This design comes from an exercise in tuning for small area, a short achievable clock period and few clock cycles per item on the open sky130 flow, not from production work. In this exercise RTL edits were held to simulation tests only and were not proved equivalent to the original. Power and IR drop assume default switching activity.

==> flow/design.v <==
`default_nettype none
package fp_pkg;
  localparam int unsigned flen  = 32;
  localparam int unsigned exp_w = 8;
  localparam int unsigned man_w = 23;
  typedef struct packed {
    logic             sign;
    logic [exp_w-1:0] exponent;
    logic [man_w-1:0] mantissa;
  } fp_word_t;
  localparam fp_word_t canonical_nan = 32'h7fc0_0000;
  localparam int unsigned cls_w            = 10;
  localparam int unsigned cls_neg_inf      = 0;
  localparam int unsigned cls_neg_normal   = 1;
  localparam int unsigned cls_neg_subnorm  = 2;
  localparam int unsigned cls_neg_zero     = 3;
  localparam int unsigned cls_pos_zero     = 4;
  localparam int unsigned cls_pos_subnorm  = 5;
  localparam int unsigned cls_pos_normal   = 6;
  localparam int unsigned cls_pos_inf      = 7;
  localparam int unsigned cls_snan         = 8;
  localparam int unsigned cls_qnan         = 9;
endpackage
`default_nettype wire
`default_nettype none
package xif_pkg;
  localparam int unsigned id_w = 4;
  localparam int unsigned xlen = 32;
  typedef logic [4:0] reg_idx_t;
  typedef enum logic [3:0] {
    op_fsgnj,
    op_fsgnjn,
    op_fsgnjx,
    op_fmin,
    op_fmax,
    op_feq,
    op_flt,
    op_fle,
    op_fclass,
    op_fmv_w_x,
    op_fmv_x_w
  } fp_op_e;
  typedef struct packed {
    fp_op_e          op;
    logic [id_w-1:0] id;
    reg_idx_t        rd;
    reg_idx_t        rs1;
    reg_idx_t        rs2;
    logic [xlen-1:0] int_operand;
  } issue_t;
  typedef struct packed {
    logic [id_w-1:0]          id;
    reg_idx_t                 rd;
    logic                     fp_write;
    logic [31:0]              data;
  } result_t;
endpackage
`default_nettype wire
`timescale 1ns/1ns
`default_nettype none
module fp_regfile (
  input  wire         uin_rvfpm,
  input  wire         arst_n,
  input  wire         we,
  input  wire  [4:0]  waddr,
  input  wire  [31:0] wdata,
  input  wire  [31:0] rsel,
  input  wire         xsel0,
  input  wire  [31:0] xdata0,
  input  wire         xsel1,
  input  wire  [31:0] xdata1,
  output logic [31:0] rdata
);
  logic [31:0] regs [0:31];
  logic        init_q;
  logic [31:0] wsel;
  logic [31:0] wdata_eff;
  always_ff @(posedge uin_rvfpm or negedge arst_n) begin
    if (!arst_n) begin
      init_q <= 1'b0;
    end else begin
      init_q <= 1'b1;
    end
  end
  always_comb begin
    for (int i = 0; i < 32; i++) begin
      wsel[i] = ~init_q || (we && (waddr == 5'(i)));
    end
  end
  assign wdata_eff = {32{init_q}} & wdata;
  always_ff @(posedge uin_rvfpm) begin
    for (int i = 0; i < 32; i++) begin
      if (wsel[i]) begin
        regs[i] <= wdata_eff;
      end
    end
  end
  logic [31:0] lv0 [0:63];
  logic [31:0] lv1 [0:31];
  logic [31:0] lv2 [0:15];
  logic [31:0] lv3 [0:7];
  logic [31:0] lv4 [0:3];
  logic [31:0] lv5 [0:1];
  always_comb begin
    for (int i = 0; i < 64; i++) begin
      lv0[i] = '0;
    end
    for (int i = 0; i < 32; i++) begin
      lv0[2*i] = {32{rsel[i]}} & regs[i];
    end
    lv0[1] = {32{xsel0}} & xdata0;
    lv0[3] = {32{xsel1}} & xdata1;
    for (int i = 0; i < 32; i++) lv1[i] = lv0[2*i] | lv0[2*i+1];
    for (int i = 0; i < 16; i++) lv2[i] = lv1[2*i] | lv1[2*i+1];
    for (int i = 0; i < 8; i++)  lv3[i] = lv2[2*i] | lv2[2*i+1];
    for (int i = 0; i < 4; i++)  lv4[i] = lv3[2*i] | lv3[2*i+1];
    for (int i = 0; i < 2; i++)  lv5[i] = lv4[2*i] | lv4[2*i+1];
    rdata = lv5[0] | lv5[1];
  end
endmodule
`default_nettype wire
`timescale 1ns/1ns
`default_nettype none
module fp_exec_unit (
  input  wire  [3:0]  op,
  input  wire         f_wa,
  input  wire         f_wb,
  input  wire         f_mm,
  input  wire         f_min,
  input  wire  [31:0] a,
  input  wire  [31:0] b,
  output logic [31:0] data,
  output logic        fp_write
);
  logic a_nan;
  logic b_nan;
  logic a_zero;
  logic b_zero;
  logic a_inf;
  logic a_subnorm;
  logic a_normal;
  logic mag_lt;
  logic mag_gt;
  logic both_zero;
  logic no_nan;
  logic [31:0] word_hi;
  logic [31:0] word_lo;
  logic bit0_hi_ne;
  logic bit0_lo_ne;
  logic bit0_hi_eq;
  logic bit0_lo_eq;
  logic nan_sel;
  logic sela_hi;
  logic selb_hi;
  logic sela_lo;
  logic selb_lo;
  logic sign_hi;
  logic sign_lo;
  logic a_below_b;
  logic [31:0] word_lt;
  logic [31:0] word_gt;
  logic [31:0] word_eq;
  logic [9:0] class_mask;
  assign a_nan     = (a[30:23] == 8'hff) && (a[22:0] != '0);
  assign b_nan     = (b[30:23] == 8'hff) && (b[22:0] != '0);
  assign a_zero    = (a[30:0] == '0);
  assign b_zero    = (b[30:0] == '0);
  assign a_inf     = (a[30:23] == 8'hff) && (a[22:0] == '0);
  assign a_subnorm = (a[30:23] == 8'h00) && (a[22:0] != '0);
  assign a_normal  = (a[30:23] != 8'h00) && (a[30:23] != 8'hff);
  logic [31:0] g_l0;
  logic [31:0] l_l0;
  logic [15:0] g_l1;
  logic [15:0] l_l1;
  logic [7:0]  g_l2;
  logic [7:0]  l_l2;
  logic [3:0]  g_l3;
  logic [3:0]  l_l3;
  logic [1:0]  g_l4;
  logic [1:0]  l_l4;
  assign g_l0 = {1'b0, a[30:0] & ~b[30:0]};
  assign l_l0 = {1'b0, ~a[30:0] & b[30:0]};
  always_comb begin
    for (int i = 0; i < 16; i++) begin
      g_l1[i] = g_l0[2*i+1] | (~l_l0[2*i+1] & g_l0[2*i]);
      l_l1[i] = l_l0[2*i+1] | (~g_l0[2*i+1] & l_l0[2*i]);
    end
    for (int i = 0; i < 8; i++) begin
      g_l2[i] = g_l1[2*i+1] | (~l_l1[2*i+1] & g_l1[2*i]);
      l_l2[i] = l_l1[2*i+1] | (~g_l1[2*i+1] & l_l1[2*i]);
    end
    for (int i = 0; i < 4; i++) begin
      g_l3[i] = g_l2[2*i+1] | (~l_l2[2*i+1] & g_l2[2*i]);
      l_l3[i] = l_l2[2*i+1] | (~g_l2[2*i+1] & l_l2[2*i]);
    end
    for (int i = 0; i < 2; i++) begin
      g_l4[i] = g_l3[2*i+1] | (~l_l3[2*i+1] & g_l3[2*i]);
      l_l4[i] = l_l3[2*i+1] | (~g_l3[2*i+1] & l_l3[2*i]);
    end
  end
  assign mag_gt = g_l4[1] | (~l_l4[1] & g_l4[0]);
  assign mag_lt = l_l4[1] | (~g_l4[1] & l_l4[0]);
  assign both_zero = a_zero & b_zero;
  assign class_mask[0] = a[31] & a_inf;
  assign class_mask[1] = a[31] & a_normal;
  assign class_mask[2] = a[31] & a_subnorm;
  assign class_mask[3] = a[31] & a_zero;
  assign class_mask[4] = ~a[31] & a_zero;
  assign class_mask[5] = ~a[31] & a_subnorm;
  assign class_mask[6] = ~a[31] & a_normal;
  assign class_mask[7] = ~a[31] & a_inf;
  assign class_mask[8] = a_nan & ~a[22];
  assign class_mask[9] = a_nan & a[22];
  assign no_nan = ~a_nan & ~b_nan;
  assign nan_sel = f_mm & a_nan & b_nan;
  assign sela_hi = f_wa | (f_mm & ~a_nan & (b_nan | f_min));
  assign selb_hi = f_wb | (f_mm & ~b_nan & (a_nan | ~f_min));
  assign sela_lo = f_wa | (f_mm & ~a_nan & (b_nan | ~f_min));
  assign selb_lo = f_wb | (f_mm & ~b_nan & (a_nan | f_min));
  always_comb begin
    case (op)
      4'd0: begin
        sign_hi = b[31];
        sign_lo = b[31];
      end
      4'd1: begin
        sign_hi = ~b[31];
        sign_lo = ~b[31];
      end
      4'd2: begin
        sign_hi = a[31] ^ b[31];
        sign_lo = a[31] ^ b[31];
      end
      default: begin
        sign_hi = (sela_hi & a[31]) | (selb_hi & b[31]);
        sign_lo = (sela_lo & a[31]) | (selb_lo & b[31]);
      end
    endcase
    word_hi = {sign_hi, ({31{sela_hi}} & a[30:0]) | ({31{selb_hi}} & b[30:0]) |
                        ({31{nan_sel}} & 31'h7fc0_0000)};
    word_lo = {sign_lo, ({31{sela_lo}} & a[30:0]) | ({31{selb_lo}} & b[30:0]) |
                        ({31{nan_sel}} & 31'h7fc0_0000)};
    word_hi[9:0] = word_hi[9:0] | ({10{op == 4'd8}} & class_mask);
    word_lo[9:0] = word_lo[9:0] | ({10{op == 4'd8}} & class_mask);
    case (op)
      4'd5: begin
        bit0_hi_ne = no_nan & both_zero;
        bit0_lo_ne = no_nan & both_zero;
        bit0_hi_eq = no_nan & (both_zero | (a[31] == b[31]));
        bit0_lo_eq = no_nan & (both_zero | (a[31] == b[31]));
      end
      4'd6: begin
        bit0_hi_ne = no_nan & ~both_zero;
        bit0_lo_ne = 1'b0;
        bit0_hi_eq = no_nan & ~both_zero;
        bit0_lo_eq = 1'b0;
      end
      4'd7: begin
        bit0_hi_ne = no_nan;
        bit0_lo_ne = no_nan & both_zero;
        bit0_hi_eq = no_nan;
        bit0_lo_eq = no_nan & (both_zero | (a[31] == b[31]));
      end
      default: begin
        bit0_hi_ne = word_hi[0];
        bit0_lo_ne = word_lo[0];
        bit0_hi_eq = word_hi[0];
        bit0_lo_eq = word_lo[0];
      end
    endcase
  end
  assign word_lt = ~b[31]            ? {word_hi[31:1], bit0_hi_ne} : {word_lo[31:1], bit0_lo_ne};
  assign word_gt = a[31]             ? {word_hi[31:1], bit0_hi_ne} : {word_lo[31:1], bit0_lo_ne};
  assign word_eq = (a[31] & ~b[31])  ? {word_hi[31:1], bit0_hi_eq} : {word_lo[31:1], bit0_lo_eq};
  assign a_below_b = (a[31] & ~b[31]) | (a[31] & b[31] & mag_gt) | (~a[31] & ~b[31] & mag_lt);
  assign data = (mag_lt | mag_gt) ? (a_below_b ? {word_hi[31:1], bit0_hi_ne} : {word_lo[31:1], bit0_lo_ne})
                                  : word_eq;
  assign fp_write = (op <= 4'd4) || (op == 4'd9);
endmodule
`default_nettype wire
`timescale 1ns/1ns
`default_nettype none
module rvfpm (
  input  wire         uin_rvfpm,
  input  wire         arst_n,
  input  wire         issue_req,
  output logic        issue_ack,
  input  wire  [3:0]  issue_op,
  input  wire  [3:0]  issue_id,
  input  wire  [4:0]  issue_rd,
  input  wire  [4:0]  issue_rs1,
  input  wire  [4:0]  issue_rs2,
  input  wire  [31:0] issue_int_operand,
  output logic        result_req,
  input  wire         result_ack,
  output logic [3:0]  result_id,
  output logic [4:0]  result_rd,
  output logic        result_fp_write,
  output logic [31:0] result_data
);
  logic        i_v_q;
  logic        i_ph1_q;
  logic [3:0]  i_op_q;
  logic [3:0]  i_id_q;
  logic [4:0]  i_rd_q;
  logic [4:0]  i_rs1_q;
  logic [4:0]  i_rs2_q;
  logic [31:0] i_iop_q;
  logic [31:0] rsel_q;
  logic        rsel_r_q;
  logic        rsel_i_q;
  logic        e_v_q;
  logic [3:0]  e_op_q;
  logic        e_wa_q;
  logic        e_wb_q;
  logic        e_mm_q;
  logic        e_min_q;
  logic [3:0]  e_id_q;
  logic [4:0]  e_rd_q;
  logic [31:0] a_q;
  logic [31:0] b_q;
  logic        r_full_q;
  logic        rf_we_q;
  logic [3:0]  r_id_q;
  logic [4:0]  r_rd_q;
  logic        r_fpw_q;
  logic [31:0] r_data_q;
  logic        i_free;
  logic        e_done;
  logic        e_free;
  logic        i_adv;
  logic        r_full_d;
  logic        i_fmv;
  logic        e_fpw;
  logic        dep_a;
  logic        dep_b_next;
  logic [4:0]  rsrc;
  logic [31:0] rsel_d;
  logic [31:0] rdata;
  logic [31:0] ex_data;
  logic        ex_fpw;
  assign e_done = e_v_q & ~r_full_q;
  assign e_free = ~e_v_q | e_done;
  assign i_adv  = i_v_q & ~i_ph1_q & e_free;
  assign i_free = ~i_v_q | i_ph1_q;
  assign r_full_d = (r_full_q & ~(result_req & result_ack)) | e_done;
  assign i_fmv = (i_op_q == 4'd9);
  assign e_fpw = (e_op_q <= 4'd4) || (e_op_q == 4'd9);
  assign dep_a = r_fpw_q & (r_rd_q == i_rs1_q);
  assign dep_b_next = e_done ? (e_fpw & (e_rd_q == i_rs2_q))
                             : (r_fpw_q & (r_rd_q == i_rs2_q));
  always_comb begin
    if (i_free) begin
      rsrc = issue_rs1;
    end else if (i_adv) begin
      rsrc = i_rs2_q;
    end else begin
      rsrc = i_rs1_q;
    end
    for (int i = 0; i < 32; i++) begin
      rsel_d[i] = (rsrc == 5'(i)) &
                  ~(i_adv & (dep_b_next | i_fmv));
    end
  end
  always_ff @(posedge uin_rvfpm or negedge arst_n) begin
    if (!arst_n) begin
      i_v_q      <= 1'b0;
      i_ph1_q    <= 1'b0;
      e_v_q      <= 1'b0;
      r_full_q   <= 1'b0;
      rf_we_q    <= 1'b0;
      r_fpw_q    <= 1'b0;
      issue_ack  <= 1'b0;
      result_req <= 1'b0;
    end else begin
      issue_ack  <= issue_req & (issue_ack | i_free);
      if (i_free) begin
        i_v_q   <= issue_req & ~issue_ack;
        i_ph1_q <= 1'b0;
      end else if (i_adv) begin
        i_ph1_q <= 1'b1;
      end
      e_v_q      <= (e_v_q & ~e_done) | (i_v_q & i_ph1_q);
      r_full_q   <= r_full_d;
      result_req <= r_full_d & ~result_ack;
      rf_we_q    <= e_done & ex_fpw;
      if (e_done) begin
        r_fpw_q <= ex_fpw;
      end
    end
  end
  always_ff @(posedge uin_rvfpm) begin
    if (i_free) begin
      i_op_q  <= issue_op;
      i_id_q  <= issue_id;
      i_rd_q  <= issue_rd;
      i_rs1_q <= issue_rs1;
      i_rs2_q <= issue_rs2;
      i_iop_q <= issue_int_operand;
    end
    rsel_q   <= rsel_d;
    rsel_r_q <= i_adv & dep_b_next & ~i_fmv;
    rsel_i_q <= i_adv & i_fmv;
    if (i_adv) begin
      a_q <= rdata;
    end else if (i_v_q & i_ph1_q & dep_a) begin
      a_q <= r_data_q;
    end
    if (i_v_q & i_ph1_q) begin
      b_q    <= rdata;
      e_op_q <= i_op_q;
      e_wa_q  <= (i_op_q <= 4'd2) || (i_op_q == 4'd10);
      e_wb_q  <= (i_op_q == 4'd9);
      e_mm_q  <= (i_op_q == 4'd3) || (i_op_q == 4'd4);
      e_min_q <= (i_op_q == 4'd3);
      e_id_q <= i_id_q;
      e_rd_q <= i_rd_q;
    end
    if (e_done) begin
      r_id_q   <= e_id_q;
      r_rd_q   <= e_rd_q;
      r_data_q <= ex_data;
    end
  end
  fp_regfile i_fp_regfile (
    .uin_rvfpm    (uin_rvfpm),
    .arst_n       (arst_n),
    .we           (rf_we_q),
    .waddr        (r_rd_q),
    .wdata        (r_data_q),
    .rsel         (rsel_q),
    .xsel0        (rsel_r_q),
    .xdata0       (r_data_q),
    .xsel1        (rsel_i_q),
    .xdata1       (i_iop_q),
    .rdata        (rdata)
  );
  fp_exec_unit i_fp_exec_unit (
    .op       (e_op_q),
    .f_wa     (e_wa_q),
    .f_wb     (e_wb_q),
    .f_mm     (e_mm_q),
    .f_min    (e_min_q),
    .a        (a_q),
    .b        (b_q),
    .data     (ex_data),
    .fp_write (ex_fpw)
  );
  assign result_id       = r_id_q;
  assign result_rd       = r_rd_q;
  assign result_fp_write = r_fpw_q;
  assign result_data     = r_data_q;
endmodule
`default_nettype wire
==> flow/flow/run.sh <==
#!/bin/bash
# Layout flow: the standard ORFS flow (standard.sh) with
#  - a delay-driven ABC script in synthesis (synth_wrap.tcl),
#  - plain buf_1 port buffers (resized by timing repair) instead of the default delay cells,
#  - cell resizing not limited to the same footprint.
# Each tool's log stays under orfs/logs/; make's output goes to
# standard.log in this folder.
set -uo pipefail
HERE=$(pwd)
sed -e "s#@ABC_SCRIPT@#$HERE/flow/abc_delay.script#" \
    -e "s#@FLOW_SYNTH@#$HERE/synth_recipe.tcl#" \
    flow/synth_wrap.tcl > synth_wrap.tcl
bash standard.sh SYNTH_SCRIPT="$HERE/synth_wrap.tcl" MATCH_CELL_FOOTPRINT=0 \
  BUFFER_PORTS_ARGS="-buffer_cell sky130_fd_sc_hd__buf_1" finish > standard.log 2>&1
==> flow/flow/abc_delay.script <==
strash
balance
dc2
dch -f
map -D 1000
topo
buffer -c
upsize -c -D 1000
dnsize -c -D 1000
stime -c
==> flow/flow/synth_wrap.tcl <==
# Synthesis wrapper: the standard flow's synthesis script unchanged, except that
# the ABC mapping step runs a delay-driven script (abc_delay.script)
# in place of ORFS's default one. Flip-flops are mapped before ABC,
# so the registers are those of the standard synthesis.
proc abc {args} {
  set i [lsearch $args -script]
  set args [lreplace $args [expr {$i + 1}] [expr {$i + 1}] @ABC_SCRIPT@]
  yosys abc {*}$args
}
source @FLOW_SYNTH@
==> flow/standard.sh <==
#!/bin/bash
# synth_recipe.tcl (not shown) runs the flow's synth.tcl, then flattens the netlist and writes it again
# the make line also repeats each setting of config.mk as NAME=value (left out here)
make -C /OpenROAD-flow-scripts/flow DESIGN_CONFIG=/design/flow/config.mk WORK_HOME=/design/flow/orfs CLKGATE_MAP_FILE= SYNTH_SCRIPT=/design/flow/synth_recipe.tcl "${@:-finish}"
==> flow/config.mk <==
export PLATFORM = sky130hd
export DESIGN_NAME = rvfpm
export DESIGN_NICKNAME = rvfpm
export VERILOG_FILES = /design/flow/design.v
export SDC_FILE = /design/flow/constraint.sdc
export NUM_CORES = 4
export LEC_CHECK = 0
export CAP_MARGIN = 20
export CORE_MARGIN = 2
export CORE_UTILIZATION = 60
export CTS_CLUSTER_DIAMETER = 100
export CTS_CLUSTER_SIZE = 25
export SETUP_SLACK_MARGIN = 3.25
export SLEW_MARGIN = 20
==> flow/constraint.sdc <==
create_clock -name core_clock -period 6.0 [get_ports {uin_rvfpm}]
set_input_delay 1.2000 -clock core_clock [delete_from_list [all_inputs] [get_ports {uin_rvfpm}]]
set_output_delay 1.2000 -clock core_clock [all_outputs]
set_load 0.01 [all_outputs]
==> results of run 1 <==
[worst reg2reg max path, delay by kind of cell, from the launching register on]
kind	cells	cell delay, ps
flops	1	320
buf+inv	1	280
compound gates	3	1170
simple gates	3	800
[metal layers]
metal,vias up,routed length [um]
li1,12003,-
met1,15065,56100
met2,2250,68200
met3,386,21400
met4,0,7390
met5,-,0
[worst paths after layout]
| check | to | cells after the start |
|---|---|---|
| max | a_q[30] | 7 |
| min | e_id_q[0] | 0 |
| max reg2reg | a_q[30] | 7 |
| min reg2reg | e_id_q[0] | 0 |
| max in group asynchronous | i_fp_regfile.init_q | 1 |
| min in group asynchronous | rf_we_q | 1 |
[repair_timing]
item	CTS	global route
pin swaps	6	15
gates cloned	2	2
setup buffers	21	28
endpoints found under the setup margin	91	58
resized for setup	24	65
[power by group through the flow]
| stage | registers [mW] | logic, mW | clock network (mW) |
|---|---|---|---|
| 6_report | 13.2 | 8.19 | 4.35 |
| 5_1_grt | 13.3 | 8.58 | 4.68 |
| 4_1_cts | 13.2 | 7.27 | 4.37 |
| 3_5_place_dp | 13.4 | 6.84 | 0 |
| 3_3_place_gp | 13.4 | 6.70 | 0 |
| 2_1_floorplan | 12.9 | 3.82 | 0 |
[registers in the layout (all words and copies together) (netlist names), 4 cells and up]
name / count
r_data_q: 32
e_rd_q: 5
i_rs1_q: 5
e_id_q: 4
i_fp_regfile.regs: 1024
b_q: 32
i_rs2_q: 5
rsel_q: 32
i_rd_q: 5
i_id_q: 4
i_iop_q: 32
i_op_q: 4
r_id_q: 4
e_op_q: 4
r_rd_q: 5
a_q: 32
[per-stage QoR]
stage | hold slack [ps] | cells | worst slack, ps | area [sq um]
after floorplan | 400 | 2955 | 2410 | 46600
after global placement | 402 | 4069 | 2730 | 49000
after detailed placement | 405 | 4071 | 2640 | 49100
after CTS | 427 | 4175 | 3190 | 51000
after global routing | 444 | 4206 | 3180 | 51600
final | 429 | 4208 | 3170 | 51600
[kinds of logic (layout without fill, tap and decap cells)]
group,Yosys count,after routing,share of synthesized area
AND/OR/NAND/NOR,749,749,0.0735
flip-flops,1244,1244,0.794
adder cells (fa/ha/maj),3,3,0.000806
buffers and inverters,266,475,0.0223
other,1,3,0.0000805
AO/OA/AOI/OAI,685,687,0.108
XOR/XNOR,7,7,0.00132
[cells in the final DEF (no fill, tap or decap), types with 42 or more instances in the layout]
master / Yosys / layout
buf_4: 6 / 135
o21ai_0: 88 / 53
buf_1: 3 / 102
nor2_1: 122 / 94
nand3_1: 103 / 101
a22oi_1: 368 / 368
edfxtp_1: 1201 / 1201
nand4_1: 135 / 135
a22o_1: 42 / 42
nand2_1: 334 / 331
clkbuf_16: 0 / 59
inv_1: 128 / 124
[cell type report]
class / instances / area [sq um] / share of cell area
flip-flops and latches: 1244 / 37000 / 0.717
multi-input cells: 1447 / 9470 / 0.183
repair buffers: 260 / 1800 / 0.0348
clock buffers: 77 / 1500 / 0.0291
well taps: 1040 / 1300 / 0.0252
inverters: 134 / 507 / 0.00981
clock inverters: 4 / 56.3 / 0.00109
diodes: 2 / 5.00 / 0.0000969
==> run notes, run 1 <==
crit-path max cell delay 580 ps; min cycle time layout 2830 ps; total CTS buffers 56; Chip Width 283 um; DR DRC count 0; FMAX 0.354 GHz; I/O Buffers around 100; CORE AREA 77200 sq um; outcome no timing/DRC/antenna violations; Worst Max-Slew Pin Slew 1070 ps; Ys Warns 10; max-cap check violation count 0; WP buf/inv 1; count leader, synth edfxtp_1; fillers between 5k and 6k; number of global-route vias before repair 27.4k; Largest delay share family, worst path compound AO/OA/AOI/OAI gates; Post-synth EDFFs between 1k and 1.5k; final core area utilization 0.669; Overflow after GRT 0; relative slew slack 0.287; Max clock buf depth 3; RSZ-0062 raised after global routing true; Yosys reg bits 1244; Setup TNS 0 ps; GRT Util Overall 0.385; clk slew on worst S/H paths 100 ps; Row Count roughly 100; peak supply drop 0.339 mV; share of layout cells above drive strength 1 0.123; Synth cell types 65; Crit. End Element flip-flop; Layout Nets 3205; r2r setup slk 3170 ps; Seq pwr share 0.513; area delta synth->final 10.8%; CP Max Fanout 32; HP Start i_id_q[0]; Area contributors post-synth edfxtp_1 77%, a22oi_1 5.9%, nand2_1 2.7%; area share of the largest cell type after synthesis 0.774; switch share 0.368; Final Hold Viols 0; worst skew pair latency 680 ps; Clock H-tree levels 2; Initial Utilization 0.603; hold buffer count at cts 0; asr flop ratio synth 0.00723; DRT Pass-1 Iters 8; fin crit share 0.471; # IOs 103; crit path DAT 3240 ps; Clk pwr share 0.169; Critical Path Source Type flip-flop; internal power between 15 and 20 mW; Final Max Tran Viols 0; Synth Instances 2955; syn_area_per_cell 15.8 sq um; Avg WL per Cell 36.4 um; grt met3 use 0.0961; Vias 29.7k; GP Congestion 0.910; clk sink count approximately 1.2k; clock skew around 30 ps; CTS tree built; Power Total 25.8 mW; Die Area 79900 sq um; leakage 17.7 nW; syn nets between 3k and 4k; Root Buffer clkbuf_16; Pwr Density approximately 500 nW/um^2; Setup crit start rsel_q[4]; initial antenna violation count 1; Routed WL 153 mm; Switching Power 9.49 mW; Mapped Area 46600 sq um; Antenna Nets Post-Route 0; GRT busiest layer met2; R2R Path Start rsel_q[4]; Die Y 283 um; drt initial violations 4661; CP max stage cell a2111oi_1; largest net degree at the start of global routing 70; hpwl dp 83.8 mm; GRT met2 Usage 0.579; cell chain of the critical path buf_4 > a22oi_1 > nand4_1 > a2111oi_1 > nand3_1 > nand2_1 > o21ai_0; Via density 7.06; final setup fails 0; GR Util met1 0.549; synth cell count leaders 1201 x edfxtp_1, 368 x a22oi_1, 334 x nand2_1; largest area contributor in the netlist edfxtp_1; fraction of the yosys area taken by sequential cells 0.794; critical path type reg -> reg; Hold Crit Class reg -> reg; ys flop type edfxtp_1; Logic pwr share 0.318; first-pass GRT wire length 210 mm; Worst EP required between 6000 and 7000 ps
Testbench counts, summed over its fixed seeds: cycles 24,024, items 12,000.
==> run 2: changes to the inputs <==
--- a/flow/design.v
+++ b/flow/design.v
@@ -66,8 +66,4 @@
   input  wire  [31:0] wdata,
   input  wire  [31:0] rsel,
-  input  wire         xsel0,
-  input  wire  [31:0] xdata0,
-  input  wire         xsel1,
-  input  wire  [31:0] xdata1,
   output logic [31:0] rdata
 );
@@ -109,6 +105,4 @@
       lv0[2*i] = {32{rsel[i]}} & regs[i];
     end
-    lv0[1] = {32{xsel0}} & xdata0;
-    lv0[3] = {32{xsel1}} & xdata1;
     for (int i = 0; i < 32; i++) lv1[i] = lv0[2*i] | lv0[2*i+1];
     for (int i = 0; i < 16; i++) lv2[i] = lv1[2*i] | lv1[2*i+1];
@@ -338,4 +332,8 @@
   logic [31:0] rsel_d;
   logic [31:0] rdata;
+  logic        a_ld;
+  logic        a_fix;
+  logic        a_hold;
+  logic        b_ld;
   logic [31:0] ex_data;
   logic        ex_fpw;
@@ -363,4 +361,8 @@
     end
   end
+  assign a_ld   = i_adv;
+  assign a_fix  = i_v_q & i_ph1_q & dep_a;
+  assign a_hold = ~a_ld & ~a_fix;
+  assign b_ld   = i_v_q & i_ph1_q;
   always_ff @(posedge uin_rvfpm or negedge arst_n) begin
     if (!arst_n) begin
@@ -402,11 +404,8 @@
     rsel_r_q <= i_adv & dep_b_next & ~i_fmv;
     rsel_i_q <= i_adv & i_fmv;
-    if (i_adv) begin
-      a_q <= rdata;
-    end else if (i_v_q & i_ph1_q & dep_a) begin
-      a_q <= r_data_q;
-    end
+    a_q <= ({32{a_ld}} & rdata) | ({32{a_fix}} & r_data_q) | ({32{a_hold}} & a_q);
+    b_q <= ({32{b_ld}} & rdata) | ({32{b_ld & rsel_r_q}} & r_data_q) |
+           ({32{b_ld & rsel_i_q}} & i_iop_q) | ({32{~b_ld}} & b_q);
     if (i_v_q & i_ph1_q) begin
-      b_q    <= rdata;
       e_op_q <= i_op_q;
       e_wa_q  <= (i_op_q <= 4'd2) || (i_op_q == 4'd10);
@@ -430,8 +429,4 @@
     .wdata        (r_data_q),
     .rsel         (rsel_q),
-    .xsel0        (rsel_r_q),
-    .xdata0       (r_data_q),
-    .xsel1        (rsel_i_q),
-    .xdata1       (i_iop_q),
     .rdata        (rdata)
   );
==> run 2 against run 1 <==
  * Clock power decreased by 1%
  * Sequential share of layout area decreased by 0.54 points
  * Area after synthesis decreased by 0.30%
  * Fmax increased by 3.2%
  * Die area decreased by 0.30%
==> run notes, run 2 <==
leakage 17.6 nW; Setup TNS 0 ps; syn_area_per_cell roughly 15 sq um; Synth Area in Adders 0.000808; GP Congestion 0.971; Vias 30.4k; clk sink count 1244; Die Area 79700 sq um; synth cell count leaders 1137 x edfxtp_1, 372 x nand2_1, 361 x a22oi_1; Root Buffer clkbuf_16; count leader, synth edfxtp_1; main combinational cell family by area after synthesis compound AO/OA/AOI/OAI gates; R2R Path Start r_rd_q[2]; drt initial violations just over 5k; relative slew slack 0.198; final setup fails 0; Row Count 102; fillers 5498; Critical Path Source Type flip-flop; area share of the largest cell type after synthesis 0.735; Hold Crit Class reg -> reg; Routed WL 159 mm; Worst Max-Slew Pin Slew 1200 ps; Area contributors post-synth edfxtp_1 74%, a22oi_1 5.8%, dfxtp_1 4.2%; Synth Area in Compound Gates 0.114; hpwl dp 85.8 mm; Final Hold Viols 0; DRT Pass-1 Iters 6; fraction of the yosys area taken by sequential cells 0.782; Antenna Nets Post-Route 0; area delta synth->final 10.1%; fin crit share 0.457; # IOs between 100 and 150; Avg WL per Cell between 30 and 40 um; hold buffer count at cts 0; crit path DAT slightly above 3000 ps; syn nets 3113; RSZ-0062 raised after global routing true; Synth Instances a little over 3k; Post-Synth XOR/XNOR Area 0.00151; Layout Nets around 3.3k; total CTS buffers 55; largest area contributor in the netlist edfxtp_1; Chip Width 282 um; Crit. End Element flip-flop; CTS tree built; asr flop ratio synth 0.00723; Pwr Density between 400 and 500 nW/um^2; share of layout cells above drive strength 1 0.103; Max clock buf depth 3; I/O Buffers 102; Critical Path End i_fp_regfile.regs[4][5]; Worst EP required 6290 ps; Die Y ~280 um; worst skew pair latency 680 ps; peak supply drop between 0.3 and 0.4 mV; clock skew roughly 35 ps; commonest cells after routing, fill and taps aside 1137 x edfxtp_1, 369 x nand2_1, 361 x a22oi_1; first-pass GRT wire length about 220 mm; FMAX 0.365 GHz; max FFs per register a little over 1k; CORE AREA 77100 sq um; number of global-route vias before repair ~28k; Overflow after GRT 0; multiplexer share of the synthesized area 0; Placement Cell Area ~49000 sq um; Power Total 24.7 mW; initial antenna violation count 2; Via density 7.10; Ys Warns 10; Setup crit start r_rd_q[2]; Synth cell types 64; GRT Util Overall 0.399; Final Max Tran Viols 0; most common cell after layout, fill and taps aside edfxtp_1; Worst R2R End i_fp_regfile.regs[4][5]; r2r setup slk 3260 ps; DR DRC count 0; Post-synth EDFFs 1137; ys flop type edfxtp_1; Largest Register i_fp_regfile.regs; post-route cell area 51200 sq um; Initial Utilization 0.603; clk slew on worst S/H paths 100 ps; max-cap check violation count 0; Clock H-tree levels 2; outcome no timing/DRC/antenna violations; largest net degree at the start of global routing 64; CP Max Fanout 27; Yosys reg bits 1244; critical path type reg -> reg; min cycle time layout 2740 ps; Synth Area in Simple Gates 0.0770; Reg2Reg Depth 5; Mapped Area 46400 sq um
run 2: changes by cell type in the layout (fill, tap and decap cells not counted), sizes merged, moves of 14 or more:
cell	change
o21ai	-38
nand3	+17
nand2	+36
buf	-21
edfxtp	-64
inv	+15
nor4	-14
o221ai	+46
a21oi	+28
dfxtp	+64
nand4	-17
run 2: worst max-delay path, cell delays in order, from the launching register on:
cell	delay, ps
edfxtp_1	540
inv_1	100
nor2_1	280
nand2_1	230
o21ai_4	460
buf_4	700
run 2: final cells by class:
class / count / area [sq um] / share of cell area
Sequential cell: 1244 / 36400 / 0.711
Multi-Input combinational cell: 1518 / 9750 / 0.191
Timing Repair Buffer: 237 / 1630 / 0.0319
Clock buffer: 77 / 1470 / 0.0287
Tap cell: 1040 / 1300 / 0.0254
Inverter: 150 / 563 / 0.0110
Clock inverter: 4 / 52.6 / 0.00103
Antenna cell: 4 / 10.0 / 0.000196
run 2: logic make-up (layout without fill, tap and decap cells):
| kind of cell | Yosys count | in the layout |
|---|---|---|
| XOR/XNOR | 8 | 8 |
| AND/OR/NAND/NOR | 795 | 795 |
| other | 1 | 5 |
| buffers and inverters | 291 | 468 |
| adder cells (fa/ha/maj) | 3 | 3 |
| flip-flops | 1244 | 1244 |
| AO/OA/AOI/OAI | 709 | 711 |
run 2: how the worst min path moves through the flow:
stage | cells after the start | from | endpoint | slack (ps)
global route | 0 | e_id_q[2] | r_id_q[2] | 440
CTS | 0 | i_rd_q[3] | e_rd_q[3] | 430
detailed placement | 0 | i_id_q[0] | e_id_q[0] | 410
finish | 0 | i_rd_q[3] | e_rd_q[3] | 430
global placement | 0 | i_rd_q[0] | e_rd_q[0] | 400
floorplan | 0 | i_id_q[0] | e_id_q[0] | 400
run 2: power by group:
part           internal [mW]  total [mW]  switching (mW)
Sequential              11.6        12.7            1.07
Combinational           2.22        7.77            5.55
Clock                   1.72        4.29            2.57
Total                   15.5        24.7            9.19
run 2: per-stage QoR:
step                      hold slack (ps)  setup WS, ps  std cells  utilization
after floorplan                       400          2420       3051            -
after global placement                404          2850       4147        0.633
after detailed placement              407          2800       4151        0.634
after CTS                             433          3250       4253        0.659
after global routing                  438          3190       4270        0.664
final                                 426          3260       4274        0.664
run 2: layer usage:
| layer | GRT usage | part of all wire | vias up |
|---|---|---|---|
| met3 | 0.0923 | 0.14 | 414 |
| li1 | - | - | 12249 |
| met1 | 0.552 | 0.36 | 15376 |
| met5 | 0 | 0.00012 | - |
| met2 | 0.618 | 0.46 | 2310 |
| met4 | 0.170 | 0.052 | 2 |
run 2: repair_timing:
item | 4_1_cts | 5_1_grt
gates cloned | 2 | 0
pin swaps | 15 | 10
setup buffers | 19 | 17
endpoints found under the hold margin | 0 | 0
endpoints found under the setup margin | 749 | 158
resized for setup | 37 | 36
Testbench counts of run 2, summed over its fixed seeds: cycles 24,024, items 12,000.
==> run 3: changes to the inputs <==
--- a/flow/config.mk
+++ b/flow/config.mk
@@ -11,4 +11,4 @@
 export CTS_CLUSTER_DIAMETER = 100
 export CTS_CLUSTER_SIZE = 25
-export SETUP_SLACK_MARGIN = 3.25
+export SETUP_SLACK_MARGIN = 3.4
 export SLEW_MARGIN = 20
==> run 3 against run 2 <==
  * Fmax grew 4.3%
  * Via count up 1.8%
  * Power increased by 3.6%
  * Setup slack better by 110 ps
  * Wire length up 0.81%
  * Clock skew rose by 1.5 ps
  * First-iteration DRC count shrank 3.9%
  * Sequential share of layout area decreased by 1.0 points
  * Critical endpoint is now r_data_q[28]
  * Largest cell class unchanged
==> run notes, run 3 <==
Antenna Nets Post-Route 0; # IOs 103; Reg2Reg Depth 11; Pwr Density 493 nW/um^2; Die Y between 200 and 300 um; main combinational cell family by area after synthesis compound AO/OA/AOI/OAI gates; Yosys reg bits roughly 1.2k; GRT Util Overall 0.400; syn_area_per_cell 15.2 sq um; final setup fails 0; Final Hold Viols 0; Worst EP required 6420 ps; r2r setup slk 3370 ps; Ys Warns 10; Placement Cell Area 48800 sq um; I/O Buffers 102; fraction of the yosys area taken by sequential cells 0.782; RSZ-0062 raised after global routing true; Hold Path End r_id_q[3]; synth cell count leaders 1137 x edfxtp_1, 372 x nand2_1, 361 x a22oi_1; clock skew 36.8 ps; crit path DAT 3050 ps; Via density roughly 7.2; initial antenna violation count 1; Vias 30.9k; Synth Area in Compound Gates 0.114; Final Max Tran Viols 0; CTS tree built; worst skew pair latency 690 ps; Hold Crit Class reg -> reg; Die Area 79700 sq um; peak supply drop between 0.3 and 0.4 mV; GP Congestion 0.970; R2R Path Start b_q[19]; clk sink count 1244; area share of the largest cell type after synthesis 0.735; hpwl dp between 80 and 90 mm; clk slew on worst S/H paths roughly 100 ps; ys flop type edfxtp_1; largest area contributor in the netlist edfxtp_1; DRT Pass-1 Iters 6; Synth Area in Adders 0.000808; Crit. End Element flip-flop; Routed WL approximately 160 mm; relative slew slack 0.242; total CTS buffers 56; DR DRC count 0; HP Start e_id_q[3]; multiplexer share of the synthesized area 0; min cycle time layout 2630 ps; area delta synth->final 11.9%; Post-synth EDFFs 1137; Synth Area in Simple Gates 0.0770; post-route cell area between 50000 and 60000 sq um; Mapped Area ~46000 sq um; count leader, synth edfxtp_1; max FFs per register 1024; most common cell after layout, fill and taps aside edfxtp_1; CP Max Fanout 6; Synth Instances 3051; Largest Register i_fp_regfile.regs; critical path type reg -> reg; Worst Max-Slew Pin Slew 1140 ps; WHS 429 ps; first-pass GRT wire length 217 mm; Chip Width about 280 um; Row Count around 100; leakage 17.9 nW; Seq. cell area ~36000 sq um; Critical Path Source Type flip-flop; drt initial violations about 5.0k; share of layout cells above drive strength 1 0.142; Hold Path Depth 0; max-cap check violation count 0; commonest cells after routing, fill and taps aside 1137 x edfxtp_1, 361 x a22oi_1, 359 x nand2_1; largest net degree at the start of global routing 45; fillers 5391; asr flop ratio synth 0.00723; FMAX 0.381 GHz; # diodes 0; CORE AREA ~77000 sq um; Power Total 25.6 mW; Max clock buf depth 3; multi-input logic area 10200 sq um; Area contributors post-synth edfxtp_1 74%, a22oi_1 5.8%, dfxtp_1 4.2%; Worst R2R End r_data_q[28]; number of global-route vias before repair 28.1k; fin crit share 0.438; Avg WL per Cell 37.3 um; Synth cell types 64; Layout Nets 3295; Initial Utilization 0.603; Clock H-tree levels 2; Setup TNS 0 ps; Overflow after GRT 0; syn nets around 3.1k; Root Buffer clkbuf_16; outcome no timing/DRC/antenna violations; Post-Synth XOR/XNOR Area 0.00151
## run 3: cell counts after synthesis
Identical to the previous run, type by type.
## run 3: worst max-delay path, stage by stage, from the launching register on
cell and delay (ps):
dfxtp_4 390, inv_4 50, o211ai_1 260, a41oi_2 220, o21ai_2 240, a21oi_4 110
a21oi_4 210, buf_6 150, o2111ai_4 250, buf_12 250, a31oi_1 170, nand2_1 70
## run 3: per-layer routing
layer	global-route usage	share of wire	up-vias
met1	0.559	0.36	15591
met3	0.0891	0.14	467
met2	0.613	0.45	2527
met5	0	0	-
li1	-	-	12310
met4	0.172	0.056	0
## run 3: how the worst max path moves through the flow
stage                             start                   endpoint  slack [ps]  cells after the start
CTS                 i_fp_regfile.init_q  i_fp_regfile.regs[19][25]        3070                      4
detailed placement                i_v_q                 rsel_q[12]        2810                     12
global placement                b_q[19]               r_data_q[31]        2940                     10
global route                    a_q[30]               r_data_q[28]        3290                     13
finish                          b_q[19]               r_data_q[28]        3370                     11
floorplan                     r_rd_q[4]    i_fp_regfile.regs[0][0]        3160                      4
## run 3: logic make-up (layout without fill, tap and decap cells)
group | count (synthesis) | in the layout
AOI/OAI and AO/OA | 709 | 711
xor gates and xnor gates | 8 | 8
adders and majority gates | 3 | 3
buffers and inverters | 291 | 506
DFF | 1244 | 1244
other | 1 | 1
and+or+nand+nor | 795 | 795
## run 3: power breakdown
part / switching [mW] / leakage [nW] / internal, mW
clock network: 2.62 / 0.774 / 1.79
registers: 1.09 / 12.5 / 11.6
logic: 5.85 / 4.66 / 2.65
total: 9.55 / 17.9 / 16.1
## run 3: what timing repair did
action / CTS / global route
hold buffers: 0 / 0
gates resized for setup: 69 / 160
setup buffers: 41 / 21
gates cloned: 2 / 4
endpoints found under the setup margin: 777 / 741
pin swaps: 25 / 40
## run 3: final cells by class
class	instances	area share
repair inverters	1	0.0000963
flip-flops and latches	1244	0.701
clock buffers	86	0.0295
well taps	1040	0.0250
multi-input cells	1518	0.195
clock inverters	7	0.00161
repair buffers	262	0.0361
inverters	150	0.0111
## run 3: stage by stage
step | cells | util | setup slack [ps]
5_1_grt | 4308 | 0.675 | 3290
4_1_cts | 4283 | 0.663 | 3070
3_3_place_gp | 4147 | 0.633 | 2940
6_report | 4308 | 0.675 | 3370
2_1_floorplan | 3051 | - | 3160
3_5_place_dp | 4147 | 0.633 | 2810
==> run 4: changes to the inputs <==
--- a/flow/design.v
+++ b/flow/design.v
@@ -124,5 +124,10 @@
   input  wire  [31:0] a,
   input  wire  [31:0] b,
-  output logic [31:0] data,
+  output logic [31:0] word_hi_ne,
+  output logic [31:0] word_lo_ne,
+  output logic [31:0] word_eq,
+  output logic        sel_hi,
+  output logic        sel_lo,
+  output logic        sel_eq,
   output logic        fp_write
 );
@@ -152,7 +157,4 @@
   logic sign_lo;
   logic a_below_b;
-  logic [31:0] word_lt;
-  logic [31:0] word_gt;
-  logic [31:0] word_eq;
   logic [9:0] class_mask;
   assign a_nan     = (a[30:23] == 8'hff) && (a[22:0] != '0);
@@ -264,10 +266,11 @@
     endcase
   end
-  assign word_lt = ~b[31]            ? {word_hi[31:1], bit0_hi_ne} : {word_lo[31:1], bit0_lo_ne};
-  assign word_gt = a[31]             ? {word_hi[31:1], bit0_hi_ne} : {word_lo[31:1], bit0_lo_ne};
-  assign word_eq = (a[31] & ~b[31])  ? {word_hi[31:1], bit0_hi_eq} : {word_lo[31:1], bit0_lo_eq};
   assign a_below_b = (a[31] & ~b[31]) | (a[31] & b[31] & mag_gt) | (~a[31] & ~b[31] & mag_lt);
-  assign data = (mag_lt | mag_gt) ? (a_below_b ? {word_hi[31:1], bit0_hi_ne} : {word_lo[31:1], bit0_lo_ne})
-                                  : word_eq;
+  assign word_hi_ne = {word_hi[31:1], bit0_hi_ne};
+  assign word_lo_ne = {word_lo[31:1], bit0_lo_ne};
+  assign word_eq    = (a[31] & ~b[31]) ? {word_hi[31:1], bit0_hi_eq} : {word_lo[31:1], bit0_lo_eq};
+  assign sel_hi = (mag_lt | mag_gt) & a_below_b;
+  assign sel_lo = (mag_lt | mag_gt) & ~a_below_b;
+  assign sel_eq = ~mag_lt & ~mag_gt;
   assign fp_write = (op <= 4'd4) || (op == 4'd9);
 endmodule
@@ -336,5 +339,10 @@
   logic        a_hold;
   logic        b_ld;
-  logic [31:0] ex_data;
+  logic [31:0] ex_hi;
+  logic [31:0] ex_lo;
+  logic [31:0] ex_eq;
+  logic        ex_sel_hi;
+  logic        ex_sel_lo;
+  logic        ex_sel_eq;
   logic        ex_fpw;
   assign e_done = e_v_q & ~r_full_q;
@@ -416,8 +424,9 @@
       e_rd_q <= i_rd_q;
     end
+    r_data_q <= ({32{e_done & ex_sel_hi}} & ex_hi) | ({32{e_done & ex_sel_lo}} & ex_lo) |
+                ({32{e_done & ex_sel_eq}} & ex_eq) | ({32{~e_done}} & r_data_q);
     if (e_done) begin
       r_id_q   <= e_id_q;
       r_rd_q   <= e_rd_q;
-      r_data_q <= ex_data;
     end
   end
@@ -439,5 +448,10 @@
     .a        (a_q),
     .b        (b_q),
-    .data     (ex_data),
+    .word_hi_ne (ex_hi),
+    .word_lo_ne (ex_lo),
+    .word_eq    (ex_eq),
+    .sel_hi     (ex_sel_hi),
+    .sel_lo     (ex_sel_lo),
+    .sel_eq     (ex_sel_eq),
     .fp_write (ex_fpw)
   );
==> run 4 against run 3 <==
  * Still clean on timing, DRC and antenna
  * Via count grew 3.5%
  * Sequential cell count is the same
  * Fmax grew 1.2%
  * Die area grew 0.60%
  * Sequential power is essentially flat
  * Design area grew 0.44%
  * Worst hold slack gained 1.5 ps
  * Clock power grew 0.9%
  * Non-clock buffer count grew 8
  * Sequential share of layout area shrank 0.94 points
  * Critical path depth shrank 2
  * Combinational power shrank 3.5%
==> run notes, run 4 <==
outcome no timing/DRC/antenna violations; Final Max Tran Viols 0; Critical Path Source Type flip-flop; Power Total 25.2 mW; relative slew slack 0.314; count leader, synth edfxtp_1; Max clock buf depth 3; share of layout cells above drive strength 1 0.135; fillers 5438; DRT Pass-1 Iters 5; max-cap check violation count 0; Pwr Density 483 nW/um^2; Chip Width 283 um; highest metal used met4; leakage 17.9 nW; largest net degree at the start of global routing 64; commonest cells after routing, fill and taps aside 1105 x edfxtp_1, 386 x a22oi_1, 349 x nand2_1; clk sink count roughly 1.2k; CTS tree built; DR DRC count 0; fraction of the yosys area taken by sequential cells 0.771; Switching Power 9.39 mW; Clk pwr share 0.177; Vias about 32k; area delta synth->final 11.7%; ys flop type edfxtp_1; final setup fails 0; asr flop ratio synth 0.00723; Synth Instances 3151; Setup crit start rsel_q[18]; Overflow after GRT 0; I/O Buffers 102; initial antenna violation count 2; Setup TNS 0 ps; internal power roughly 16 mW; number of global-route vias before repair 29.4k; Worst EP required 6540 ps; Critical Path End a_q[14]; CORE AREA 77300 sq um; Antenna Nets Post-Route 0; Routed WL 166 mm; critical path type reg -> reg; GP Congestion 0.994; Worst Max-Slew Pin Slew just over 1000 ps; Area contributors post-synth edfxtp_1 71%, a22oi_1 6.2%, dfxtp_1 5.6%; Reg2Reg Depth 9; first-pass GRT wire length between 200 and 250 mm; # IOs 103; Largest Register i_fp_regfile.regs; synth cell count leaders 1105 x edfxtp_1, 386 x a22oi_1, 367 x nand2_1; Synth cell types 56; Die Y 283 um; hpwl dp between 80 and 90 mm; Mapped Area 46700 sq um; Clock H-tree levels 2; # diodes 0; Metal-1 WL around 59 mm; Post-synth EDFFs 1105; Crit. End Element flip-flop; GRT Util Overall 0.406; Hold Crit Class reg -> reg; Seq pwr share 0.498; Via density 7.26; Layout Nets roughly 3.4k; RSZ-0062 raised after global routing true; Final Hold Viols 0; crit path DAT 3140 ps; syn_area_per_cell 14.8 sq um; metal2 WL 72.8 mm; Ys Warns 10; min cycle time layout 2600 ps; r2r setup slk 3400 ps; largest area contributor in the netlist edfxtp_1; most common cell after layout, fill and taps aside edfxtp_1; Die Area roughly 80000 sq um; Avg WL per Cell 37.8 um; drt initial violations 5493; FMAX ~0.39 GHz; switch share 0.372; hold buffer count at cts 0; Root Buffer clkbuf_16; Initial Utilization 0.604; peak supply drop 0.355 mV; max FFs per register 1024; final core area utilization 0.675; CP Max Fanout 25; Row Count a little over 100; area share of the largest cell type after synthesis 0.710; Yosys reg bits 1244; fin crit share 0.433; clk slew on worst S/H paths 100 ps; met3 wire len 25.7 mm; Logic pwr share 0.325; clock skew 25.4 ps; total CTS buffers 56; syn nets 3213; worst skew pair latency 680 ps; R2R Path Start rsel_q[18]; Worst R2R End a_q[14]
-- run 4: cell types whose count changed in the layout (fill, tap and decap cells not counted), moves of 14 or more --
cell | before | now
dfxtp_1 | 27 | 71
o22ai_1 | 8 | 79
nand3_1 | 109 | 61
dfxtp_2 | 58 | 44
o21ai_1 | 6 | 36
o211ai_1 | 24 | 49
a22oi_1 | 361 | 386
edfxtp_1 | 1137 | 1105
-- run 4: worst max-delay path, stage by stage, from the launching register on --
cell and delay, ps:
dfxtp_2 420, buf_4 350, inv_1 350, o21ai_0 160, a2111oi_0 530, nand3_1 140, buf_4 190, buf_4 150
nand2_1 50, o221ai_1 90
-- run 4: worst min-delay path by stage --
stage | from | endpoint | slack [ps] | cells past startpoint
after floorplan | i_id_q[0] | e_id_q[0] | 400 | 0
after global placement | e_id_q[2] | r_id_q[2] | 400 | 0
after detailed placement | e_id_q[0] | r_id_q[0] | 410 | 0
after CTS | e_id_q[0] | r_id_q[0] | 430 | 0
after global routing | e_id_q[0] | r_id_q[0] | 440 | 0
final | e_id_q[0] | r_id_q[0] | 430 | 0
-- run 4: cells by family after synthesis --
logic type                 Yosys count  share of synthesized area
adders and majority gates            3                   0.000803
and+or+nand+nor                    744                     0.0718
AOI/OAI and AO/OA                  833                      0.129
other                                1                  0.0000802
buffers and inverters              318                     0.0261
xor gates and xnor gates             8                    0.00150
DFF                               1244                      0.771
-- run 4: metal layers --
layer / vias to the layer above / global-route usage
li1: 12727 / -
met1: 15939 / 0.577
met2: 2803 / 0.609
met3: 496 / 0.0965
met4: 0 / 0.176
met5: - / 0
-- run 4: final cells by class --
type,count,area [sq um],share of cell area
multi-input combinational,1589,10500,0.201
clock inverter,4,78.8,0.00151
timing repair buffer,270,2040,0.0391
clock buffer,89,1560,0.0298
tap,1040,1300,0.0249
inverter,164,632,0.0121
sequential,1244,36100,0.692
-- run 4: power groups by stage --
stage	combinational [mW]	sequential [mW]	clock [mW]
after CTS	7.31	12.5	4.44
after global routing	8.48	12.7	4.73
after detailed placement	6.81	12.6	0
after floorplan	3.85	12.2	0
after global placement	6.69	12.6	0
final	8.20	12.6	4.45
-- run 4: timing repair --
item,in CTS,in global routing
cloned,1,3
pin swaps,19,32
gates resized for setup,66,148
endpoints found under the hold margin,0,0
setup endpoints to repair,255,151
buffers inserted,34,20
-- run 4: stage by stage --
stage | cell area [sq um] | hold WS (ps) | worst slack, ps | cells
after floorplan | 46800 | 400 | 3170 | 3151
after global placement | 49100 | 401 | 2860 | 4244
after detailed placement | 49100 | 407 | 2800 | 4247
after CTS | 51400 | 432 | 3390 | 4375
after global routing | 52200 | 436 | 3350 | 4400
final | 52200 | 431 | 3400 | 4400
Testbench counts of run 4, summed over its fixed seeds: cycles 24,024, items 12,000.

==> separate check: timing with driven ports <==
The results above use ideal ports. As a check the final layouts listed here were re-extracted and re-timed, cells and wires unchanged.
Step 1: set_driving_cell puts a clkbuf_16 on uin_rvfpm and a buf_2 on each other input, an assumption about the parent block.
Step 2 times the ports against the registers' clock, not the clock port: input delays grow and output delays shrink by t, the midpoint of the rising clock arrivals with the driver on.
a / b / c = no drivers / after step 1 / after step 2; a / b = the first two.
| run | shift t [ns] | slack for setup (ns) | clock arrival spread, ns |
|---|---|---|---|
| run 1 | 0.732 | 3.173 / 3.173 / 3.173 | 0.033 / 0.033 |
| run 2 | 0.732 | 3.259 / 3.259 / 3.247 | 0.039 / 0.039 |
| run 3 | 0.746 | 3.372 / 3.348 / 3.372 | 0.039 / 0.038 |
| run 4 | 0.738 | 3.404 / 3.368 / 3.404 | 0.033 / 0.033 |
After both steps every run listed still meets setup and hold. The setup slack of run 2, which loses most, moves by 0.000 ns with the drivers and by -0.012 ns with both steps.
